What follows belongs to an exercise in optimizing a design on an open flow for small area, a short achievable clock period and few clock cycles; a production flow would make more cautious choices. RTL that was checked went through simulation tests only; none was proved equivalent to the original.

Setup of v6:
Design armCpu, start of the top module:
module armCpu (
	input  logic          clk,
	input  logic          reset,
	input  armPkg::word_t readData,
	output armPkg::word_t memAdr,
	output armPkg::word_t writeData,
	output logic          memWrite
);
Size in the first run: roughly 730 flip-flops, roughly 99 I/O pins, about 0.055 sq mm of cells after synthesis.
export LEC_CHECK = 0
export CAP_MARGIN = 20
export CORE_MARGIN = 2
export CORE_UTILIZATION = 40
export CTS_BUF_LIST = sky130_fd_sc_hd__clkbuf_8
export CTS_CLUSTER_SIZE = 20
export SLEW_MARGIN = 20
export SYNTH_HIERARCHICAL = 1
export TNS_END_PERCENT = 5
create_clock -name core_clock -period 15.0 [get_ports {clk}]
standard.sh (not shown) runs the stock make flow with config.mk's settings and CLKGATE_MAP_FILE= SYNTH_SCRIPT=/design/flow/synth_recipe.tcl, a recipe that flattens the netlist after the stock synthesis.
==> flow/flow/run.sh <==
#!/bin/bash
# The standard layout, with timing repair aiming for setup slack well above zero
# at the design's clock period (the constraints themselves are unchanged), and
# plain buffers on the ports.
set -euo pipefail
bash standard.sh SETUP_SLACK_MARGIN=10 "BUFFER_PORTS_ARGS=-buffer_cell sky130_fd_sc_hd__buf_4" finish > make_finish.log 2>&1
v6: no failed stages, no open violations at the end
The following lists how v7 was set up differently from v6:
--- a/flow/design.v
+++ b/flow/design.v
@@ -1415,21 +1415,16 @@
 	logic [15:0] fRaSel, fRbSel;
 	logic [31:0] fRdA, fRdB;
 	assign fOp = readData[27:26];
 	assign fIsMul = (readData[27:25] == 3'b000) && readData[4];
 	assign fIsMem = (fOp == 2'b01);
 	assign fRa = fIsMul ? readData[11:8] : readData[19:16];
 	assign fRb = fIsMem ? readData[15:12] : readData[3:0];
-	logic [15:0] ohRn, ohRs, ohRm, ohRd;
-	assign ohRn = 16'b1 << readData[19:16];
-	assign ohRs = 16'b1 << readData[11:8];
-	assign ohRm = 16'b1 << readData[3:0];
-	assign ohRd = 16'b1 << readData[15:12];
-	assign fRaSel = fIsMul ? ohRs : ohRn;
-	assign fRbSel = fIsMem ? ohRd : ohRm;
+	assign fRaSel = 16'b1 << fRa;
+	assign fRbSel = 16'b1 << fRb;
 	always_comb begin
 		fRdA = fetchAdr8 & {32{fRaSel[15]}};
 		fRdB = fetchAdr8 & {32{fRbSel[15]}};
 		for (int k = 0; k < 15; k++) begin
 			fRdA = fRdA | (regFile[k] & {32{fRaSel[k]}});
 			fRdB = fRdB | (regFile[k] & {32{fRbSel[k]}});
 		end
Notes after the runs:
Diff v6 -> v7: layout filler cell count shows no meaningful change; non-filler instance count after layout has remained practically unchanged.
Reported for v6 and v7, maximum frequency turned out identical to the last digit.
Per the comparison of v7 with v6, aggregate routed wire length has remained practically unchanged, global placement routability congestion has remained practically unchanged, instance count on the critical path has remained practically unchanged, post-synthesis average cell area has remained practically unchanged.
Re synthesis-to-layout area growth: no difference whatsoever between v7 and v6.
Comparing v6 against v7, there is no change at all in post-route core utilization.
Testbench counts of v7, summed over its fixed seeds: cycles 16,171.
The RTL of v6 was laid out without a check of its function.


Another version of the RTL of armCpu (not shown whole).
Size in the first run: ~5300 cells after synthesis, about 99 I/O pins, ~54000 um^2 of cells after synthesis.
clock: 15.0 ns
lec_check: 0
cap_margin: 20
core_margin: 2
core_utilization: 40
slew_margin: 20
tns_end_percent: 5
Scripts as last shown in full above: flow/flow/run.sh
Next try:
--- a/flow/design.v
+++ b/flow/design.v
@@ -1518,17 +1518,20 @@
 				4'b1100: dLogicSel <= (fOp == 2'b00) ? 2'b10 : 2'b00;
 				4'b0001: dLogicSel <= (fOp == 2'b00) ? 2'b11 : 2'b00;
 				default: dLogicSel <= 2'b00;
 			endcase
 			brTarget <= brNext;
 			opA <= (eWrites && wIdx == fRa) ? aluResult : fRdA;
 			opB <= (eWrites && wIdx == fRb) ? aluResult : fRdB;
-		end else if (phLoad || phMul) begin
-			if (raIdx == pendIdx) opA <= rfWd;
-			if (rbIdx == pendIdx) opB <= rfWd;
+		end else if (phLoad) begin
+			if (raIdx == pendIdx) opA <= readData;
+			if (rbIdx == pendIdx) opB <= readData;
+		end else if (phMul) begin
+			if (raIdx == pendIdx) opA <= product;
+			if (rbIdx == pendIdx) opB <= product;
 		end
 		if (stallStart) begin
 			adrReg <= dIsMul ? csSum : sum;
 			wdReg <= dIsMul ? csCarry : opB;
 			pendIdx <= wIdx;
 			pendSetNZ <= dSetNZ;
 		end
After rerunning: Worst setup slack is better by 0.073 ns. Die area is lower slightly. Count of clock-buffer cells in the layout is lower by 4. Cell area is higher slightly. Global-route usage is higher by 0.24 points. Routed wire length is higher slightly. Hold slack hardly moves. Synthesized cell count is lower slightly. Sequential share of layout area is lower by 0.24 points. Core utilization is higher by 1.0 points.
Testbench counts after the change, summed over its fixed seeds: cycles 16,171.
No functional check of the RTL was part of the first run of this note.

[afterwards: timing with drivers on the ports]
How much do the figures lean on ideal ports? The routed layouts below were timed once more, with nothing changed but the port constraints.
Step 1 assumes that a clkbuf_16 drives the clock port and a buf_2 every other input.
Step 2 moves the port delays by t, midway between the first and last clock arrival at a register: inputs arrive t later, outputs are due t later. That takes back most of the time a late clock gives input paths.
Three values: ideal, step 1, step 2; two values: the first two.
run	t, ns	slack for setup (ns)	worst hold slack (ns)	latest minus earliest clock arrival (ns)	worst data-port slew with drivers (ns)
v6	0.903	9.731 / 9.618 / 8.714	0.515 / 0.515 / 0.515	0.077 / 0.077	0.24
v7	0.903	9.731 / 9.618 / 8.714	0.515 / 0.515 / 0.515	0.077 / 0.077	0.24
the first run of note 2	0.771	9.410 / 9.233 / 8.462	0.502 / 0.502 / 0.502	0.036 / 0.036	0.27
the second run of note 2	0.759	9.483 / 9.493 / 8.760	0.504 / 0.504 / 0.504	0.040 / 0.040	0.22
After both steps setup and hold are still met in every run listed.
